From an optimization exercise on the open Yosys and OpenROAD flow, aimed at small area and a short achievable clock period; shortcuts taken in it are not production practice. At most, simulation tests tie the RTL to the original design; equivalence was not proved. Power and IR drop assume default switching activity.

==> flow/design.v (excerpt) <==
module scope_top (
  input  logic       clk_AD,
  input  logic       reset,
  input  logic [7:0] data_in,
  input  logic       trigger,
  input  logic       wb_cyc,
  input  logic       wb_stb,
  input  logic [9:0] wb_adr,
  output logic       wb_ack,
  output logic [7:0] wb_dat,
  output logic       capturing,
  output logic [3:0] vopp_hundreds,
  output logic [3:0] vopp_tens,
  output logic [3:0] vopp_units
);
Size in the first run: about 19000 cells after synthesis, roughly 45 I/O pins, ~180000 um2 of cells after synthesis.
make LEC_CHECK=0 CAP_MARGIN=20 CORE_MARGIN=2 CORE_UTILIZATION=50 SETUP_SLACK_MARGIN=0.3 SLEW_MARGIN=20 SYNTH_MEMORY_MAX_BITS=8192 finish   # period 5.8 ns
run.sh (not shown) runs the stock make flow with config.mk's settings and CLKGATE_MAP_FILE= SYNTH_SCRIPT=/design/flow/synth_recipe.tcl, a recipe that flattens the netlist after the stock synthesis.
The baseline did not get past global routing (5_1_grt).
Then changed:
--- a/flow/design.v
+++ b/flow/design.v
@@ -77,48 +77,57 @@
     pend_adr <= wr_adr;
     pend_dat <= data_in;
   end
   logic       ins_en;
   logic [8:0] ins_bank;
   logic [7:0] ins_dat;
   assign ins_en   = pend_v || (capturing && now_ok);
   assign ins_bank = pend_v ? pend_adr[9:1] : wr_adr[9:1];
   assign ins_dat  = pend_v ? pend_dat : data_in;
-  logic [NB-1:0] ins_sel;
-  logic [7:0] words [2*NB];
+  logic [NB-1:0]     ins_sel;
+  logic [NB-1:0]     rd_sel;
+  logic [7:0]        rd_or;
+  logic              rd_pos;
+  assign rd_pos = wb_adr[0] ^ ph;   
+  logic [8*NB-1:0] q0_all;
+  logic [8*NB-1:0] q1_all;
   for (genvar b = 0; b < NB; b++) begin : g_bank
     logic [7:0] q0;
     logic [7:0] q1;
     assign ins_sel[b] = ins_en && (ins_bank == 9'(b));
+    assign rd_sel[b]  = (wb_adr[9:1] == 9'(b));
     always_ff @(posedge clk_AD) begin
       q1 <= q0;
       q0 <= ins_sel[b] ? ins_dat : q1;
     end
-    assign words[2*b]   = q0;
-    assign words[2*b+1] = q1;
+    assign q0_all[8*b +: 8] = q0;
+    assign q1_all[8*b +: 8] = q1;
+  end
+  always_comb begin
+    rd_or = '0;
+    for (int b = 0; b < NB; b++) begin
+      rd_or = rd_or | ({8{rd_sel[b] && !rd_pos}} & q0_all[8*b +: 8])
+                    | ({8{rd_sel[b] &&  rd_pos}} & q1_all[8*b +: 8]);
+    end
   end
-  logic [9:0] rd_place;   
-  logic [7:0] rd_word;
-  assign rd_place = {wb_adr[9:1], wb_adr[0] ^ ph};
-  assign rd_word  = (wb_adr < 10'(FRAME_LEN)) ? words[rd_place] : '0;
   logic rd_req;
   logic rd_hit;
   assign rd_req = wb_cyc && wb_stb && !wb_ack;
   assign rd_hit = pend_v && (pend_adr == wb_adr);
   always_ff @(posedge clk_AD) begin
     if (reset) begin
       wb_ack <= 1'b0;
     end else begin
       wb_ack <= rd_req;
     end
   end
   always_ff @(posedge clk_AD) begin
-    wb_dat <= rd_hit ? pend_dat : rd_word;
+    wb_dat <= rd_hit ? pend_dat : rd_or;
   end
   logic [7:0] max_reg;
   logic [7:0] min_reg;
   logic [7:0] max_nxt;
   logic [7:0] min_nxt;
   logic [7:0] vopp;
   always_comb begin
     max_nxt = (data_in > max_reg) ? data_in : max_reg;
     min_nxt = (data_in < min_reg) ? data_in : min_reg;
The changed run ended with an error in global routing (5_1_grt).
Synthesized cell count is lower by a few percent.
Area after synthesis is lower by a few percent.
No run of this note included a check of the RTL's function; only the layout flow was run.

--- another note on this design; it stands on its own ---

## scope_top
module scope_top (
  input  logic       clk_AD,
  input  logic       reset,
  input  logic [7:0] data_in,
  input  logic       trigger,
  input  logic       wb_cyc,
  input  logic       wb_stb,
  input  logic [9:0] wb_adr,
  output logic       wb_ack,
  output logic [7:0] wb_dat,
  output logic       capturing,
  output logic [3:0] vopp_hundreds,
  output logic [3:0] vopp_tens,
  output logic [3:0] vopp_units
);
  localparam int FRAME_LEN = 640;
  localparam int NB        = FRAME_LEN / 8;
  localparam logic [7:0] SEED_LEVEL = 8'd112;
  logic [9:0] wr_adr;
  logic       trig_ok;
  logic       last_wr;
  logic       cap_n;      
  logic [9:0] wr_adr_n;   
  assign trig_ok = !capturing && trigger && data_in[7];
  assign last_wr = capturing && (wr_adr == 10'(FRAME_LEN - 1));
  always_comb begin
    if (reset) begin
      cap_n = 1'b0;
    end else if (trig_ok) begin
      cap_n = 1'b1;
    end else if (last_wr) begin
      cap_n = 1'b0;
  ...
Size: about 11,000 cells after synthesis, about 5,400 flip-flops, ~45 I/O pins, about 160,000 um2 of cells after synthesis.
==> flow/config.mk <==
export PLATFORM = sky130hd
export DESIGN_NAME = scope_top
export DESIGN_NICKNAME = scope_top
export VERILOG_FILES = /design/flow/design.v
export SDC_FILE = /design/flow/constraint.sdc
export NUM_CORES = 4
export LEC_CHECK = 0
export ABC_CLOCK_PERIOD_IN_PS = 2500
export CAP_MARGIN = 20
export CORE_MARGIN = 2
export CORE_UTILIZATION = 65
export CTS_CLUSTER_DIAMETER = 100
export CTS_CLUSTER_SIZE = 25
export SETUP_SLACK_MARGIN = 4.0
export SLEW_MARGIN = 20
export SYNTH_MEMORY_MAX_BITS = 8192
==> flow/constraint.sdc <==
create_clock -name core_clock -period 5.8 [get_ports {clk_AD}]
set_input_delay 1.1600 -clock core_clock [delete_from_list [all_inputs] [get_ports {clk_AD}]]
set_output_delay 1.1600 -clock core_clock [all_outputs]
set_load 0.01 [all_outputs]
run.sh (not shown) runs the stock make flow with config.mk's settings and CLKGATE_MAP_FILE= SYNTH_SCRIPT=/design/flow/synth_recipe.tcl, a recipe that flattens the netlist after the stock synthesis.
The starting point went through all stages and came out clean.
Rerun with:
SETUP_SLACK_MARGIN = 3.5   (was 4.0)
Total power fell slightly.
Utilization fell by 1.3 points.
Cell area fell slightly.
Sequential power barely changes.
Global-route usage fell by 1.7 points.
Synthesized area does not change.
Via count fell slightly.
Wire length fell by a few percent.
Rerun with:
SETUP_SLACK_MARGIN = 2.5   (was 3.5)
The new run finished clean.
Core utilization drops by 6.6 points.
Total power decreases by a few percent.
Routed wire length goes down by roughly a tenth.
Maximum frequency drops by roughly a tenth.
Design area is lower by a little under a tenth.
Critical path depth goes up by 4.
Synthesized area is unchanged.
Setup slack got worse by 0.48 ns.
Rerun with:
SETUP_SLACK_MARGIN = 3.0   (was 2.5)
Outcome:
- The changed run went through all stages and came out clean
- clock-buffer cell count fell by 1
- via count goes up by 0.31%
- worst setup slack is better by 0.53 ns
- fmax grows by 17%
- combinational power came out higher by 6.7%
- core utilization went up by 1.2 points
- synthesized area does not change

==> separate check: timing with driven ports <==
How much do the figures lean on ideal ports? The routed layouts below were timed once more, with nothing changed but the port constraints.
Step 1, drivers: a clkbuf_16 drives clk_AD and a buf_2 each remaining input, both assumed.
Step 2 adds t to the input delays and takes it off the output delays; t is the mean of the earliest and latest rising clock arrival at the registers after step 1. Input paths then give back, and output paths get back, about the clock's delay inside the block.
a / b / c = ideal ports / drivers / drivers and shift; a / b = the first two.
run	t (ns)	slack for setup (ns)	worst setup path after step 2
the first run of note 2	1.024	2.582 / 2.484 / 1.627	input to register
the second run of note 2	1.016	2.581 / 2.488 / 1.654	input to register
the third run of note 2	1.012	2.100 / 2.178 / 1.166	input to register
the fourth run of note 2	0.993	2.629 / 2.537 / 1.730	input to register
After both steps setup and hold are still met in every run listed. The setup slack of the first run of note 2, which loses most, moves by -0.098 ns with the drivers and by -0.955 ns with both steps.
